This design comes from an exercise in tuning for small area, a short achievable clock period and few clock cycles per item on the open sky130 flow, not from production work.
In this exercise RTL edits were held to simulation tests only and were not proved equivalent to the original.

[design/flow/config.mk]
export PLATFORM = sky130hd
export DESIGN_NAME = rc5_core_param
export DESIGN_NICKNAME = rc5_core_param
export VERILOG_FILES = /design/flow/design.v
export SDC_FILE = /design/flow/constraint.sdc
export NUM_CORES = 4
export LEC_CHECK = 0
export CAP_MARGIN = 20
export CORE_MARGIN = 2
export CORE_UTILIZATION = 50
export CTS_CLUSTER_DIAMETER = 100
export CTS_CLUSTER_SIZE = 30
export SETUP_SLACK_MARGIN = 5
export SLEW_MARGIN = 20
export TNS_END_PERCENT = 100
[design/flow/constraint.sdc]
create_clock -name core_clock -period 12.0 [get_ports {clock}]
set_input_delay 2.4000 -clock core_clock [delete_from_list [all_inputs] [get_ports {clock}]]
set_output_delay 2.4000 -clock core_clock [all_outputs]
set_load 0.01 [all_outputs]
[design/flow/design.v]
package rc5_pkg;
   localparam logic ENC = 1'b0;
   localparam logic DEC = 1'b1;
   function automatic logic [31:0] rotl32(input logic [31:0] x, input logic [4:0] n);
      logic [31:0] v;
      v = x;
      if (n[0]) v = {v[30:0], v[31]};
      if (n[1]) v = {v[29:0], v[31:30]};
      if (n[2]) v = {v[27:0], v[31:28]};
      if (n[3]) v = {v[23:0], v[31:24]};
      if (n[4]) v = {v[15:0], v[31:16]};
      rotl32 = v;
   endfunction
   function automatic logic [31:0] rev32(input logic [31:0] x);
      for (int i = 0; i < 32; i++) rev32[i] = x[31-i];
   endfunction
endpackage
module rc5_half (
   input  logic        mode,
   input  logic [31:0] x,
   input  logic [31:0] y,
   input  logic [31:0] ke,
   input  logic [31:0] kd,
   output logic [31:0] x_nxt,
   output logic [31:0] y_nxt
);
   logic [31:0] r, sum;
   always_comb begin
      r     = rc5_pkg::rotl32(x, y[4:0]);
      sum   = ((mode == rc5_pkg::DEC) ? y : r)
            + ((mode == rc5_pkg::DEC) ? ~kd : ke)
            + {31'd0, mode == rc5_pkg::DEC};
      y_nxt = (mode == rc5_pkg::DEC) ? rc5_pkg::rev32(r) ^ y : sum;
      x_nxt = (mode == rc5_pkg::DEC) ? rc5_pkg::rev32(sum) : y ^ sum;
   end
endmodule
module rc5_core_param
#(
   parameter  int W    = 32,
   parameter  int R    = 12,
   localparam int KA_W = $clog2(2*R+2)
) (
   input  logic            clock,
   input  logic            reset,
   input  logic            key_we,
   input  logic [KA_W-1:0] key_addr,
   input  logic [W-1:0]    key_wdata,
   output logic            key_err,
   input  logic            in_valid,
   output logic            in_ready,
   input  logic            in_mode,
   input  logic [2*W-1:0]  in_data,
   output logic            out_valid,
   input  logic            out_ready,
   output logic [2*W-1:0]  out_data,
   output logic            out_mode,
   output logic            busy
);
   localparam int NK = 2*R + 2;       
   localparam int NS = 2*R;           
   logic [NK-1:0][31:0] s_tab;
   logic                key_ok, key_wr;
   assign key_ok = !busy && (key_addr <= KA_W'(NK - 1));
   assign key_wr = key_we && key_ok;
   always_ff @(posedge clock) begin
      for (int i = 0; i < NK; i++)
         if (reset || (key_wr && key_addr == KA_W'(i)))
            s_tab[i] <= reset ? 32'd0 : key_wdata;
   end
   always_ff @(posedge clock) begin
      if (reset) key_err <= 1'b0;
      else       key_err <= key_we && !key_ok;
   end
   logic            accept;
   logic [NS:1]     v;                  
   logic [NS:1]     m;                  
   logic [NS:1]     inv;                
   logic [NS:1]     hd;                 
   logic [31:0]     xs [1:NS];
   logic [31:0]     ys [1:NS];
   logic            q_v, q_m, q_inv, q_hd;
   logic [63:0]     q_d;
   logic            blocked, pass_hd;
   assign in_ready = !blocked && !q_v;
   assign accept   = in_valid && in_ready;
   logic [31:0] in_a, in_b, w0_b, w0_a, x1_n, y1_n;
   logic        m0, inv0, hd0;
   logic [31:0] k0, k1, k25;
   assign k0  = (key_wr && key_addr == KA_W'(0))    ? key_wdata : s_tab[0];
   assign k1  = (key_wr && key_addr == KA_W'(1))    ? key_wdata : s_tab[1];
   assign k25 = (key_wr && key_addr == KA_W'(NK-1)) ? key_wdata : s_tab[NK-1];
   always_comb begin
      if (q_v) begin
         in_a = q_d[31:0];
         in_b = q_d[63:32];
         m0   = q_m;
         inv0 = q_inv;
         hd0  = q_hd;
      end else begin
         in_a = in_data[31:0];
         in_b = in_data[63:32];
         m0   = in_mode;
         inv0 = 1'b0;
         hd0  = 1'b0;
      end
      w0_b = in_b + (m0 ? ~k25 : k1) + {31'd0, m0};
      w0_a = in_a + k0;
      x1_n = m0 ? rc5_pkg::rev32(w0_b) : (w0_a ^ w0_b);
      y1_n = m0 ? in_a : w0_b;
   end
   always_ff @(posedge clock) begin
      xs[1]  <= x1_n;
      ys[1]  <= y1_n;
      m[1]   <= m0;
      inv[1] <= inv0;
      hd[1]  <= hd0;
   end
   for (genvar r = 1; r < NS; r++) begin : g_half
      logic [31:0] xn, yn;
      rc5_half u_half (
         .mode  (m[r]),
         .x     (xs[r]),
         .y     (ys[r]),
         .ke    (s_tab[r+1]),
         .kd    (s_tab[NK-1-r]),
         .x_nxt (xn),
         .y_nxt (yn)
      );
      always_ff @(posedge clock) begin
         xs[r+1]  <= xn;
         ys[r+1]  <= yn;
         m[r+1]   <= m[r];
         inv[r+1] <= inv[r];
         hd[r+1]  <= hd[r];
      end
   end
   logic [31:0] r_l, sum_l, dec_b, res_a, res_b;
   always_comb begin
      r_l   = rc5_pkg::rotl32(xs[NS], ys[NS][4:0]);
      sum_l = (m[NS] ? rc5_pkg::rev32(r_l) ^ ys[NS] : r_l)
            + (m[NS] ? ~s_tab[0] : s_tab[NK-1]) + {31'd0, m[NS]};
      dec_b = ys[NS] - s_tab[1];
      res_a = m[NS] ? sum_l : ys[NS];
      res_b = m[NS] ? dec_b : sum_l;
   end
   always_ff @(posedge clock) begin
      if (reset) v <= '0;
      else       v <= {v[NS-1:1], accept || q_v};
   end
   logic o_free, cand, deliver, recirc;
   assign o_free  = !out_valid || out_ready;
   assign cand    = !blocked || hd[NS] || pass_hd;
   assign deliver = v[NS] && !inv[NS] && o_free && cand;
   assign recirc  = v[NS] && !deliver;
   always_ff @(posedge clock) begin
      q_d   <= {res_b, res_a};
      q_m   <= !m[NS];
      q_inv <= !inv[NS];
      q_hd  <= cand;
   end
   always_ff @(posedge clock) begin
      if (reset) begin
         q_v       <= 1'b0;
         out_valid <= 1'b0;
      end else begin
         q_v <= recirc;
         if (o_free) out_valid <= deliver;
      end
   end
   always_ff @(posedge clock) begin
      if (deliver) begin
         out_data <= {res_b, res_a};
         out_mode <= m[NS];
      end
   end
   logic ring_nxt;
   assign ring_nxt = (|v[NS-1:1]) || accept || q_v || recirc;
   always_ff @(posedge clock) begin
      if (reset) begin
         blocked <= 1'b0;
         pass_hd <= 1'b0;
         busy    <= 1'b0;
      end else begin
         blocked <= (blocked || recirc) && ring_nxt;
         if (deliver)             pass_hd <= 1'b1;
         else if (recirc && cand) pass_hd <= 1'b0;
         busy <= ring_nxt;
      end
   end
endmodule
[design/flow/run.sh]
#!/bin/bash
# synth_recipe.tcl (not shown) runs the flow's synth.tcl, then flattens the netlist and writes it again
# the make line also repeats each setting of config.mk as NAME=value (left out here)
make -C /OpenROAD-flow-scripts/flow DESIGN_CONFIG=/design/flow/config.mk WORK_HOME=/design/flow/orfs CLKGATE_MAP_FILE= SYNTH_SCRIPT=/design/flow/synth_recipe.tcl finish
==> results of run 1 <==
synth_stat cells, types with 50 or more instances:
master	instances	area [um^2]
a211o_1	54	473
a211oi_1	77	578
a21o_1	458	3440
a21oi_1	1498	7500
a31oi_1	121	757
and3_1	73	457
buf_1	291	1090
buf_2	109	546
clkbuf_1	725	2720
dfxtp_1	1705	34100
edfxtp_1	897	26900
fa_1	50	1000
ha_1	813	10200
inv_1	612	2300
mux2_2	1269	14300
mux2i_1	1598	16000
mux4_2	768	17300
nand2_1	2170	8150
nand2b_1	166	1040
nand3_1	152	761
nor2_1	1353	5080
nor2b_1	161	1010
nor3_1	100	500
o211ai_1	50	375
o21a_1	96	721
o21ai_0	2005	10000
o21bai_1	81	608
xnor2_1	1069	9360
xor2_1	1224	10700
worst paths after layout:
path	cells past startpoint	end	startpoint	slack, ns
min reg2reg	0	inv[14]	inv[13]	0.33
min	0	inv[14]	inv[13]	0.33
max	21	xs[1][30]	key_addr[1]	5.30
max reg2reg	17	xs[6][15]	ys[5][3]	5.33
kinds of logic (layout without fill, tap and decap cells):
kind of cell,count (synthesis),count (layout),synth area share
AOI/OAI and AO/OA,4735,4735,0.140
and+or+nand+nor,4429,4430,0.0973
muxes,3636,3636,0.247
DFF,2602,2602,0.317
xor gates and xnor gates,2312,2312,0.106
buffers and inverters,1759,1264,0.0351
adders and majority gates,863,863,0.0579
other,0,25,0
worst register-to-register path, cell delays in order (launching register included):
cell        delay (ns)
dfxtp_1           1.00
clkinvlp_2        1.10
nand2_1           0.23
o21ai_0           0.16
mux2i_1           0.51
mux2_2            0.27
ha_1              0.28
o21a_1            0.20
o21ai_0           0.26
a31oi_1           0.20
a211o_1           0.43
a21boi_0          0.37
nand2b_1          0.11
a21oi_1           0.20
xor2_1            0.29
xnor2_1           0.16
nor2_1            0.05
a21oi_1           0.65
metal layers:
| layer | part of all wire | vias to the layer above | GRT usage | wire, um |
|---|---|---|---|---|
| met2 | 0.44 | 5950 | 0.520 | 304000 |
| met5 | 0.00021 | - | 0 | 145 |
| met4 | 0.025 | 22 | 0.0787 | 17100 |
| li1 | - | 71800 | - | - |
| met3 | 0.085 | 669 | 0.0549 | 59100 |
| met1 | 0.45 | 75400 | 0.502 | 313000 |
final cells by class:
cell class | instances | area (um^2) | area share
multi-input combinational | 16000 | 125000 | 0.615
sequential | 2602 | 61300 | 0.301
tap | 5060 | 6330 | 0.0311
clock buffer | 170 | 3720 | 0.0183
timing repair buffer | 374 | 3310 | 0.0162
inverter | 631 | 2390 | 0.0117
clock inverter | 87 | 1320 | 0.00646
antenna | 25 | 62.6 | 0.000307
timing repair inverter | 2 | 10.0 | 0.0000491
through the flow:
stage	hold WS (ns)
3_3_place_gp	0.311
3_5_place_dp	0.314
5_1_grt	0.344
2_1_floorplan	0.310
4_1_cts	0.335
6_report	0.329
sequential cells by signal (all words and copies together) (netlist names), 24 cells and up:
signal	cells
q_d	64
xs	768
out_data	64
v	24
ys	768
s_tab	832
m	24
hd	24
inv	24
cell usage in the layout, fill, tap and decap left out, types with 32 or more instances in the layout:
cell type	count
nand2_1	2169
o21ai_0	1994
dfxtp_1	1621
mux2i_1	1597
a21oi_1	1498
nor2_1	1352
mux2_2	1269
xor2_1	1224
xnor2_1	1069
edfxtp_1	897
ha_1	813
mux4_2	768
inv_1	601
a21o_1	458
buf_4	192
clkdlybuf4s50_1	174
nand2b_1	166
nand3_1	151
clkbuf_16	144
nor2b_1	129
a31oi_1	121
nor3_1	99
o21a_1	96
o21bai_1	81
a211oi_1	77
and3_1	73
a211o_1	54
o211ai_1	50
fa_1	50
dfxtp_2	48
nor4_1	44
o31ai_1	43
a21boi_0	40
nand4_1	36
dfxtp_4	36
or2_2	34
nor2b_4	32
repair_timing:
action / in CTS / in global routing
hold buffers: 0 / 0
endpoints found under the setup margin: 6 / 30
gates resized for setup: 2 / 16
gates cloned: 0 / 3
setup buffers: 0 / 3
pin swaps: 0 / 1
==> metrics.yaml, run 1 <==
status: "no timing/DRC/antenna violations"
final.fill_count: 35300
root_buffer: "clkbuf_16"
drt_iter0_markers: 18400
grt_overflow: 0
fin_nets: 20700
numCtsBuffers: 142
grt_pass1_vias: 138000
stdcell_count: 24900
fin_crit_sh: 0.558
fin_worst_skew_ns: 0.0591
final_cell_area_mm2: 0.204
cts_max_path_buffers: 4
area_delta_synth_final_pct: 5.67
synth_area_per_cell_um2: 9.48
htreeDepth: 4
critical_path_class: "input port to register"
timing.critical_path.cells: "clkdlybuf4s50_1 -> nand2_1 -> nand3_2 -> nor2_2 -> buf_6 -> nand2_1 -> a31oi_1 -> fa_1 -> inv_1 -> fa_1 -> a211o_1 -> o211ai_1 -> a211oi_1 -> a311oi_2 -> a31oi_1 -> a211oi_1 -> o31ai_1 -> a21oi_1 -> xor2_1 -> xor2_1 -> o21ai_0"
drcViolationCount: 0
cp_top_family: "compound AO/OA/AOI/OAI gates"
period_minus_slack_ns: 6.70
synthesis.nets: 21300
cts_tree: "done"
grt_pass1_wl_um: 975000
numPortBuffers: 175
antenna_found_initial: 54
synth-edff-count: 897
gp_congestion: 0.996
crit_fanout: 32
hp-class: "register to register"
placement_rows: 228
grt_start_max_net_pins: 158
dp_hpwl_um: 550000
max_stage_delay_ns: 0.60
tightest_slew_ns: 1.29
syn_area_mm2: 0.193
num_vias: 154000
hold_viol_final: 0
ant_nets: 0
ios: 176
startpoint_type: "input port"
dpl_cell_area_mm2: 0.199
grtUsageTotal: 0.341
arrival_ns: 7.56
wirelength_um: 693000
synth_warnings: 6
insertion_delay_ns: 0.97
critPathCaptureType: "register"
ys_async_sr_fraction: 0
path_clk_slew_ns: 0.12
dp.cells: 24600
critPathRequiredTime_ns: 12.87
core_mm2: 0.385
die_area_mm2: 0.391
layout-drive-gt1-share: 0.137
first_pass_iters: 6
final_util: 0.530
seq_area_frac_synth: 0.317
die_w_um: 625
worst_slack_ns: 5.30
synth_cell_types: 97
cap_violations: 0
finalMaxSlewViolations: 0
setup_violations: 0
cpMaxStageDelayCell: "clkdlybuf4s50_1"
dp_slack_ns: 3.76
max_freq_mhz: 149
cts.sinks: 2602
wl_per_cell_um: 27.8
via_per_inst: 6.17
path_buf_inv: 3
synth_cells: 20300
fp.dieH_um: 625
tns_ns: 0
relSlewSlack: 0.132
ys.flop_type: "dfxtp_1"
synth-seq-cells: 2602
rsz0062_at_grt: "true"
initial_utilization: 0.501
Testbench counts, summed over its fixed seeds: cycles 712, items 512.
==> inputs of run 2 (changes only) <==
==> design/flow/flow/run.sh (new file) <==
#!/bin/bash
# The standard layout, with one change: synthesis maps the logic with an
# area-oriented ABC script (flow/abc_area_map.script) in place of ORFS's
# speed script. Everything else, registers included, is the standard flow;
# the timing repair steps of the layout then fix the critical paths.
set -euo pipefail
W=$PWD
rm -rf "$W/scripts_mod"
cp -r "$FLOW_HOME/scripts" "$W/scripts_mod"
cp "$W/flow/abc_area_map.script" "$W/scripts_mod/abc_speed.script"
bash "$W/standard.sh" SCRIPTS_DIR="$W/scripts_mod" finish > "$W/standard_flow.log" 2>&1
==> design/flow/flow/abc_area_map.script (new file) <==
strash
dch
map -a
topo
stime -c
==> design/flow/standard.sh (new file) <==
#!/bin/bash
# synth_recipe.tcl (not shown) runs the flow's synth.tcl, then flattens the netlist and writes it again
# the make line also repeats each setting of config.mk as NAME=value (left out here)
make -C /OpenROAD-flow-scripts/flow DESIGN_CONFIG=/design/flow/config.mk WORK_HOME=/design/flow/orfs CLKGATE_MAP_FILE= SYNTH_SCRIPT=/design/flow/synth_recipe.tcl "${@:-finish}"
--- a/design/flow/config.mk
+++ b/design/flow/config.mk
@@ -7,9 +7,9 @@
 export LEC_CHECK = 0
 export CAP_MARGIN = 20
 export CORE_MARGIN = 2
-export CORE_UTILIZATION = 50
-export CTS_CLUSTER_DIAMETER = 100
-export CTS_CLUSTER_SIZE = 30
+export CORE_UTILIZATION = 55
+export CTS_CLUSTER_DIAMETER = 90
+export CTS_CLUSTER_SIZE = 25
 export SETUP_SLACK_MARGIN = 5
 export SLEW_MARGIN = 20
 export TNS_END_PERCENT = 100
removed: design/flow/run.sh
==> run 2 against run 1 <==
Net effect: final area is 2.5% lower; critical path type unchanged; still clean; synthesized area is 5.9% lower; first-iteration DRC count is 57% higher; routed wire length is 9.4% higher; largest cell class unchanged; clock skew is 0.0072 ns lower; non-clock buffer count is 167 higher; count of clock-buffer cells in the layout is 38 higher; worst setup slack worse by 0.19 ns.
==> metrics.yaml, run 2 <==
setup_violations: 0  # unchanged
reg_top3: "s_tab x832, xs x768, ys x768"
fin_worst_skew_ns: 0.0519  # -0.00721 ns
period_minus_slack_ns: 6.89  # +0.191 ns
synth.most_common_cell: "nand2_1"
cts.sinks: 2602  # unchanged
max_stage_delay_ns: 0.45  # -0.15 ns
critPathCaptureType: "register"
timing.rr.start: "ys[11][2]"
ys_async_sr_fraction: 0  # unchanged
drt_iter0_markers: 28900  # +57%
numCtsBuffers: 155  # +9.2%
yosys-top-cells-count: "nand2_1 (7,139), o21ai_0 (2,952), nor2_1 (2,867)"
wl_per_cell_um: 25.0  # -10%
htreeDepth: 4  # unchanged
final_cell_mix: "nand2_1 (7,130), o21ai_0 (2,909), nor2_1 (2,829), a21oi_1 (1,712), dfxtp_1 (1,656)"
synth-seq-cells: 2602  # unchanged
stdcell_count: 30300  # +22%
synth_cells: 25000  # +23%
synth-edff-count: 897  # unchanged
core_mm2: 0.328  # -15%
ios: 176  # unchanged
first_pass_iters: 8  # +2
via_per_inst: 6.15  # -0.40%
die_area_mm2: 0.335  # -14%
cpMaxStageDelayCell: "fa_2"
numPortBuffers: 175  # unchanged
synth_cell_types: 36  # -63%
rsz0062_at_grt: "true"
r2r_setup_slack_ns: 5.19  # -0.14 ns
grtUsageTotal: 0.432  # +0.0913
tightest_slew_ns: 1.31  # +0.0164 ns
fin_nets: 26700  # +29%
grt_pass1_wl_um: 1070000  # +9.7%
largest_reg_flops: 832  # unchanged
synth_top_area_share: 0.188  # +0.0111
worstSetupStartpoint: "key_addr[3]"
synth_area_per_cell_um2: 7.25  # -24%
layout-drive-gt1-share: 0.0360  # -0.101
gp_congestion: 1.09  # +9.1%
synthesis.nets: 26000  # +22%
num_vias: 186000  # +21%
arrival_ns: 7.69  # +0.13 ns
syn_area_mm2: 0.182  # -5.9%
final_common_cell: "nand2_1"
max_freq_mhz: 145  # -2.8%
hp-class: "register to register"
dp_hpwl_um: 591000  # +7.5%
yosysTopAreaCell: "dfxtp_1"
initial_utilization: 0.554  # +0.0524
max_flop_register: "s_tab"
ant_nets: 0  # unchanged
fin_crit_sh: 0.574  # +0.0159
drcViolationCount: 0  # unchanged
critPathRequiredTime_ns: 12.80  # -0.07 ns
cts_max_path_buffers: 4  # unchanged
finalMaxSlewViolations: 0  # unchanged
cap_violations: 0  # unchanged
wirelength_um: 758000  # +9.4%
hold_viol_final: 0  # unchanged
insertion_delay_ns: 0.96  # about the same
cts_tree: "done"
area_delta_synth_final_pct: 9.47
tns_ns: 0  # unchanged
dp.cells: 29800  # +21%
antenna_found_initial: 83  # +54%
status: "no timing/DRC/antenna violations"
die_w_um: 578  # -7.5%
startpoint_type: "input port"
critical_path_class: "input port to register"
path_clk_slew_ns: 0.09  # -0.03 ns
synth_area_leaders: "dfxtp_1 (19%), edfxtp_1 (15%), nand2_1 (15%)"
final.fill_count: 30600  # -13%
grt_start_max_net_pins: 161  # +1.9%
fp.dieH_um: 578  # -7.5%
relSlewSlack: 0.119  # -0.0128
seq_area_frac_synth: 0.336  # +0.0198
grt_overflow: 0  # unchanged
root_buffer: "clkbuf_16"
crit_fanout: 6  # -81%
grt_pass1_vias: 159000  # +15%
hp-start: "hd[21]"
placement_rows: 210  # -7.9%
synth_warnings: 6  # unchanged
ys.flop_type: "dfxtp_1"
## run 2: cells by family (layout without fill, tap and decap cells)
group / count (synthesis) / after routing / share of synthesized area
AO/OA/AOI/OAI: 6409 / 6409 / 0.192
multiplexers: 874 / 874 / 0.0482
XOR/XNOR: 2202 / 2202 / 0.106
adder cells (fa/ha/maj): 863 / 863 / 0.0616
flip-flops: 2602 / 2602 / 0.336
buffers and inverters: 1473 / 2315 / 0.0305
AND/OR/NAND/NOR: 10600 / 10600 / 0.225
other: 0 / 84 / 0
## run 2: worst max-delay path, delay by kind of cell
kind,cells,cell delay (ns)
fa+ha+maj,2,0.67
compound gates,10,1.21
simple gates,15,1.94
buf+inv,11,1.30
xor+xnor,1,0.15
## run 2: metal layers
metal	track usage	part of all wire
met5	0	0.00033
met4	0.207	0.053
met3	0.100	0.13
met2	0.619	0.41
met1	0.609	0.41
## run 2: path summary, 6_finish.rpt
| check | endpoint | cells after the start |
|---|---|---|
| min | hd[22] | 0 |
| max reg2reg | xs[12][31] | 30 |
| max | xs[1][1] | 39 |
| min reg2reg | hd[22] | 0 |
## run 2: metrics by stage
step / util / setup WS [ns] / hold WS (ns) / instance area (um^2)
after floorplan: - / 0.264 / 0.310 / 182000
after global placement: 0.584 / 2.01 / 0.310 / 192000
after detailed placement: 0.585 / 2.09 / 0.313 / 192000
after CTS: 0.601 / 5.00 / 0.291 / 197000
after global routing: 0.605 / 4.87 / 0.317 / 199000
final: 0.606 / 5.11 / 0.301 / 199000
## run 2: timing repair
action	in CTS	in global routing
resized for setup	47	150
hold endpoints to repair	0	0
cloned	2	22
buffers inserted	11	55
setup endpoints to repair	60	267
hold buffers	0	0
pin swaps	8	25
## run 2: area by class of cell
| type | instances | area, um^2 | share of cell area |
|---|---|---|---|
| multi-input cells | 21000 | 116000 | 0.583 |
| flip-flops and latches | 2602 | 61200 | 0.308 |
| inverters | 1473 | 5750 | 0.0289 |
| well taps | 4346 | 5440 | 0.0274 |
| repair buffers | 541 | 4810 | 0.0242 |
| clock buffers | 208 | 4330 | 0.0218 |
| clock inverters | 73 | 1000 | 0.00503 |
| diodes | 84 | 210 | 0.00106 |
| repair inverters | 20 | 100 | 0.000504 |
==> inputs of run 3 (changes only) <==
==> design/flow/flow/abc_area_map.script (replaced) <==
strash
dch
map -a
amap
topo
stime -c
--- a/design/flow/config.mk
+++ b/design/flow/config.mk
@@ -7,7 +7,7 @@
 export LEC_CHECK = 0
 export CAP_MARGIN = 20
 export CORE_MARGIN = 2
-export CORE_UTILIZATION = 55
+export CORE_UTILIZATION = 50
 export CTS_CLUSTER_DIAMETER = 90
 export CTS_CLUSTER_SIZE = 25
 export SETUP_SLACK_MARGIN = 5
==> run 3 against run 2 <==
Net effect: still clean; die area is 2.4% higher; routed wire length shrank 4.9%; clock skew is 0.023 ns higher; worst hold slack improved by 0.032 ns; synthesized area down 6.9%; fmax decreased by 0.15%; largest cell class unchanged.
==> metrics.yaml, run 3 <==
status: "no timing/DRC/antenna violations"
layout-drive-gt1-share: 0.0557  # +0.0197
via_per_inst: 6.81  # +11%
timing.rr.start: "ys[6][0]"
synth_cells: 21100  # -16%
grt_pass1_wl_um: 1020000  # -5.0%
ys.flop_type: "dfxtp_1"
multiInputGateArea_mm2: 0.0990  # -15%
synth-seq-cells: 2602  # unchanged
cts_max_path_buffers: 4  # unchanged
cap_violations: 0  # unchanged
grtUsageTotal: 0.396  # -0.0359
worst_slack_ns: 5.10  # -0.0103 ns
area_delta_synth_final_pct: 11.8
ant_nets: 0  # unchanged
max_flop_register: "s_tab"
tightest_slew_ns: 1.26  # -0.0471 ns
critPathCaptureType: "register"
reg_top3: "s_tab x832, xs x768, ys x768"
tns_ns: 0  # unchanged
initial_utilization: 0.502  # -0.0513
cpMaxStageDelayCell: "a221oi_4"
placement_rows: 213  # +1.4%
synth_warnings: 6  # unchanged
synth.most_common_cell: "o22ai_1"
die_w_um: 585  # +1.2%
synth_area_per_cell_um2: 8.00  # +10%
core_mm2: 0.337  # +2.6%
final_cell_area_mm2: 0.189  # -4.9%
fin_crit_sh: 0.575  # +0.000861
timing.rr.end: "xs[7][30]"
max_stage_delay_ns: 0.32  # -0.13 ns
drt_iter0_markers: 25200  # -13%
crit_fanout: 6  # unchanged
numCtsBuffers: 156  # +0.65%
synth_area_leaders: "dfxtp_1 (20%), edfxtp_1 (16%), o22ai_1 (15%)"
grt_overflow: 0  # unchanged
wl_per_cell_um: 27.1  # +8.4%
dp_hpwl_um: 562000  # -4.9%
worstSetupStartpoint: "key_addr[2]"
relSlewSlack: 0.159  # +0.0406
first_pass_iters: 7  # -1
r2r_setup_slack_ns: 5.22  # +0.03 ns
path_common_cell: "buf_4"
period_minus_slack_ns: 6.90  # +0.0103 ns
largest_reg_flops: 832  # unchanged
final_common_cell: "o22ai_1"
worstHoldEndpoint: "inv[3]"
startpoint_type: "input port"
fin_nets: 22900  # -14%
setup_violations: 0  # unchanged
dp.cells: 26100  # -13%
drcViolationCount: 0  # unchanged
path_clk_slew_ns: 0.10  # about the same
numPortBuffers: 175  # unchanged
hp-start: "inv[2]"
critical_path_class: "input port to register"
grt_start_max_net_pins: 99  # -39%
synth_top_area_share: 0.202  # +0.0139
antenna_found_initial: 48  # -42%
reg2regPathDepth: 31  # +3.3%
cts_tree: "done"
finalMaxSlewViolations: 0  # unchanged
ys_async_sr_fraction: 0  # unchanged
hold_depth: 0  # unchanged
wirelength_um: 721000  # -4.9%
die_area_mm2: 0.343  # +2.4%
synth_cell_types: 46  # +28%
seqCellArea_mm2: 0.0612  # about the same
yosysTopAreaCell: "dfxtp_1"
num_vias: 181000  # -2.7%
rsz0062_at_grt: "true"
synth-edff-count: 897  # unchanged
insertion_delay_ns: 0.97  # about the same
final_cell_mix: "o22ai_1 (3,920), clkinv_1 (2,917), a21oi_1 (2,230), nor2_1 (2,040), o21ai_0 (2,038)"
synthesis.nets: 22100  # -15%
dp_slack_ns: 2.46  # +0.369 ns
fp.dieH_um: 585  # +1.2%
fin_worst_skew_ns: 0.0752  # +0.0233 ns
hp-class: "register to register"
gp_congestion: 1.04  # -4.5%
critPathRequiredTime_ns: 12.80  # about the same
final.fill_count: 31500  # +3.0%
grt_pass1_vias: 153000  # -4.0%
seq_area_frac_synth: 0.361  # +0.0248
arrival_ns: 7.70  # about the same
dpl_cell_area_mm2: 0.179  # -6.4%
htreeDepth: 4  # unchanged
ios: 176  # unchanged
syn_area_mm2: 0.169  # -6.9%
max_freq_mhz: 145  # -0.15%
cts.sinks: 2602  # unchanged
hold_viol_final: 0  # unchanged
holdWs_ns: 0.333  # +0.0319 ns
stdcell_count: 26600  # -12%
root_buffer: "clkbuf_16"
yosys-top-cells-count: "o22ai_1 (3,988), clkinv_1 (3,063), a21oi_1 (2,262)"
## run 3: cell count changes in the layout (fill, tap and decap cells not counted), sizes merged, moves of 555 or more
cell	change
nor2	-784
mux2i	-874
xnor2	-555
xor2	-1624
o22ai	+3972
nand2	-6627
o221ai	+797
a31oi	-1092
o22a	+957
clkinv	+1551
o21ai	-847
## run 3: layout make-up
cell class,instances,share of cell area
diodes,56,0.000742
clock buffers,196,0.0222
clock inverters,81,0.00628
inverters,3063,0.0639
multi-input cells,15500,0.524
flip-flops and latches,2602,0.324
well taps,4515,0.0299
repair buffers,606,0.0293
repair inverters,4,0.000106
## run 3: kinds of logic (layout without fill, tap and decap cells)
group	Yosys count	in the layout	synth area share
other cells	0	56	0
xor+xnor	23	23	0.00119
simple gates	3153	3153	0.0764
fa+ha+maj	863	863	0.0661
flops	2602	2602	0.361
buf+inv	3063	3950	0.0680
compound gates	11400	11400	0.427
## run 3: worst max path at each step
stage          cells past startpoint          to  slack [ns]
6_report                          37    xs[1][9]        5.10
2_1_floorplan                     29   xs[1][29]        2.71
5_1_grt                           27  xs[18][31]        4.88
3_5_place_dp                      30   xs[1][31]        2.46
3_3_place_gp                      30   xs[1][31]        2.44
4_1_cts                           34  xs[15][31]        5.00
## run 3: critical path: cells and delay by family
| kind | cells | cell delay, ns |
|---|---|---|
| adder cells (fa/ha/maj) | 1 | 0.20 |
| AO/OA/AOI/OAI | 10 | 1.92 |
| buffers and inverters | 19 | 2.21 |
| AND/OR/NAND/NOR | 7 | 0.93 |
## run 3: timing repair
item / 4_1_cts / 5_1_grt
hold buffers: 0 / 0
pin swaps: 46 / 110
cloned: 4 / 5
setup endpoints to repair: 955 / 606
buffers inserted: 62 / 81
resized for setup: 300 / 465
hold endpoints to repair: 0 / 0
## run 3: routing by layer
layer  part of all wire  track usage  wire length (um)  vias up
met1               0.43        0.562            307000    85000
met2               0.42        0.580            300000     9140
met4              0.047        0.156             33700       10
met3               0.11       0.0883             80200     1326
met5           0.000078      0.00336                56        -
li1                   -            -                 -    85600
## run 3: stage by stage
stage	util
after floorplan	-
after global placement	0.533
after detailed placement	0.533
after CTS	0.553
after global routing	0.561
final	0.561
==> inputs of run 4 (changes only) <==
--- a/design/flow/config.mk
+++ b/design/flow/config.mk
@@ -7,9 +7,9 @@
 export LEC_CHECK = 0
 export CAP_MARGIN = 20
 export CORE_MARGIN = 2
-export CORE_UTILIZATION = 50
-export CTS_CLUSTER_DIAMETER = 90
-export CTS_CLUSTER_SIZE = 25
+export CORE_UTILIZATION = 58
+export CTS_CLUSTER_DIAMETER = 100
+export CTS_CLUSTER_SIZE = 30
 export SETUP_SLACK_MARGIN = 5
 export SLEW_MARGIN = 20
 export TNS_END_PERCENT = 100
==> run 4 against run 3 <==
Net effect: flip-flop and latch count is the same; synthesized area is the same; worst setup slack lost 0.092 ns; die area decreased by 14%; core utilization rose by 8.6 points.
==> metrics.yaml, run 4 <==
arrival_ns: 7.78  # +0.08 ns
cts_tree: "done"
synthesis.nets: 22100  # unchanged
fin_nets: 22900  # +0.035%
relSlewSlack: 0.0960  # -0.0635
synth_area_leaders: "dfxtp_1 (20%), edfxtp_1 (16%), o22ai_1 (15%)"
synth_cells: 21100  # unchanged
max_stage_delay_ns: 0.29  # -0.03 ns
cts_hold_buf: 0  # unchanged
hold_depth: 0  # unchanged
initial_utilization: 0.582  # +0.0795
seq_area_frac_synth: 0.361  # unchanged
drcViolationCount: 0  # unchanged
synth-seq-cells: 2602  # unchanged
area_delta_synth_final_pct: 11.3
wl_per_cell_um: 27.0  # -0.53%
setup_violations: 0  # unchanged
crit_fanout: 4  # -2
gp_congestion: 1.07  # +2.8%
wirelength_um: 700000  # -2.9%
startpoint_type: "input port"
synth.most_common_cell: "o22ai_1"
hold_viol_final: 0  # unchanged
htreeDepth: 4  # unchanged
die_area_mm2: 0.296  # -14%
insertion_delay_ns: 0.93  # -0.04 ns
grtUsageTotal: 0.443  # +0.0466
syn_area_mm2: 0.169  # unchanged
synth_warnings: 6  # unchanged
period_minus_slack_ns: 6.99  # +0.0917 ns
tns_ns: 0  # unchanged
critical_path_class: "input port to register"
cap_violations: 0  # unchanged
cts.sinks: 2602  # unchanged
synth_area_per_cell_um2: 8.00  # unchanged
largest_reg_flops: 832  # unchanged
synth_cell_types: 46  # unchanged
yosys-top-cells-count: "o22ai_1 (3,988), clkinv_1 (3,063), a21oi_1 (2,262)"
tightest_slew_ns: 1.34  # +0.0810 ns
max_freq_mhz: 143  # -1.3%
numPortBuffers: 175  # unchanged
critPathRequiredTime_ns: 12.79  # about the same
ys_async_sr_fraction: 0  # unchanged
antenna_found_initial: 37  # -23%
first_pass_iters: 9  # +2
layout-drive-gt1-share: 0.0543  # -0.00135
reg_top3: "s_tab x832, xs x768, ys x768"
fin_worst_skew_ns: 0.0589  # -0.0164 ns
fp.dieH_um: 544  # -7.1%
critPathCaptureType: "register"
dp_hpwl_um: 538000  # -4.4%
ant_nets: 0  # unchanged
ios: 176  # unchanged
grt_pass1_wl_um: 990000  # -2.6%
final_common_cell: "o22ai_1"
hp-class: "register to register"
via_per_inst: 7.11  # +4.3%
root_buffer: "clkbuf_16"
grt_overflow: 0  # unchanged
ys.flop_type: "dfxtp_1"
finalMaxSlewViolations: 0  # unchanged
max_flop_register: "s_tab"
yosysTopAreaCell: "dfxtp_1"
die_w_um: 544  # -7.1%
synth-edff-count: 897  # unchanged
final_cell_mix: "o22ai_1 (3,925), clkinv_1 (2,927), a21oi_1 (2,231), nor2_1 (2,040), o21ai_0 (2,030)"
final_util: 0.647  # +0.0859
grt_start_max_net_pins: 171  # +73%
numCtsBuffers: 137  # -12%
cpMaxStageDelayCell: "a221oi_2"
placement_rows: 198  # -7.0%
num_vias: 184000  # +1.8%
path_clk_slew_ns: 0.11  # about the same
status: "no timing/DRC/antenna violations"
core_mm2: 0.291  # -14%
synth_top_area_share: 0.202  # unchanged
grt_pass1_vias: 154000  # +1.0%
cts_max_path_buffers: 4  # unchanged
reg2regPathDepth: 34  # +9.7%
rsz0062_at_grt: "true"
fin_crit_sh: 0.582  # +0.00764
drt_iter0_markers: 29800  # +18%
-- run 4: cell counts after synthesis --
No cell type changed its count.
-- run 4: layer usage --
layer | vias up | part of all wire | track usage
met4 | 20 | 0.059 | 0.218
met1 | 85000 | 0.40 | 0.615
met3 | 1914 | 0.13 | 0.116
met5 | - | 0.00020 | 0
li1 | 85600 | - | -
met2 | 11800 | 0.41 | 0.634
-- run 4: critical path, delay by kind of cell --
family	cells	cell delay [ns]
adder cells (fa/ha/maj)	1	0.20
buffers and inverters	11	1.13
AO/OA/AOI/OAI	14	2.51
AND/OR/NAND/NOR	12	1.52
-- run 4: final timing paths --
path | from | to | slack [ns]
worst max-delay path | key_addr[1] | xs[1][31] | 5.01
worst min-delay path | inv[13] | inv[14] | 0.32
worst max register to register | ys[18][0] | xs[19][29] | 5.26
worst min register to register | inv[13] | inv[14] | 0.32
-- run 4: what timing repair did --
item	in CTS	in global routing
resized for setup	277	500
pin swaps	38	120
gates cloned	4	11
setup endpoints to repair	959	604
buffers inserted	54	115
-- run 4: per-stage QoR --
stage                     std cells  cell area (um^2)  worst slack, ns  hold WS (ns)
after floorplan               21100            169000             2.71         0.310
final                         25900            188000             5.01         0.319
after global placement        25500            179000             1.93         0.312
after detailed placement      25500            179000             1.95         0.313
after CTS                     25800            185000             5.01         0.310
after global routing          25900            188000             4.85         0.302
-- run 4: final cells by class --
class                      instances  area, um^2
fill                           25000      103000
multi-input combinational      15500       99000
sequential                      2602       61200
inverter                        3063       12100
timing repair buffer             628        6030
tap                             3900        4880
clock buffer                     175        3690
clock inverter                    68        1130
antenna                           36        90.1
timing repair inverter             8        40.0
-- run 4: logic make-up after synthesis --
kind of cell,after synthesis,share of synthesized area
AOI/OAI and AO/OA,11400,0.427
adders and majority gates,863,0.0661
xor gates and xnor gates,23,0.00119
DFF,2602,0.361
and+or+nand+nor,3153,0.0764
buffers and inverters,3063,0.0680

separate check: timing with driven ports:
How much do the figures lean on ideal ports? The routed layouts below were timed once more, with nothing changed but the port constraints. Step 1 assumes that a clkbuf_16 drives the clock port and a buf_2 every other input. Step 2 also shifts input and output timing later by t, the mid clock arrival at the registers, as if the neighbouring blocks saw the same clock. Slacks: ideal / step 1 / step 2; pairs: ideal / step 1.
| run | t (ns) | setup slack, ns | worst setup path after step 2 | worst register clock-pin slew, ns | pins driven straight from the clock port |
|---|---|---|---|---|---|
| run 1 | 1.035 | 5.304 / 5.332 / 4.340 | input to register | 0.12 / 0.12 | 1 |
| run 2 | 1.062 | 5.114 / 5.099 / 4.038 | input to register | 0.11 / 0.11 | 1 |
| run 3 | 1.053 | 5.103 / 4.872 / 3.819 | input to register | 0.11 / 0.11 | 1 |
| run 4 | 1.013 | 5.012 / 5.083 / 4.070 | input to register | 0.12 / 0.12 | 1 |
After both steps setup and hold are still met in every run listed. The setup slack of run 3, which loses most, moves by -0.231 ns with the drivers and by -1.284 ns with both steps.
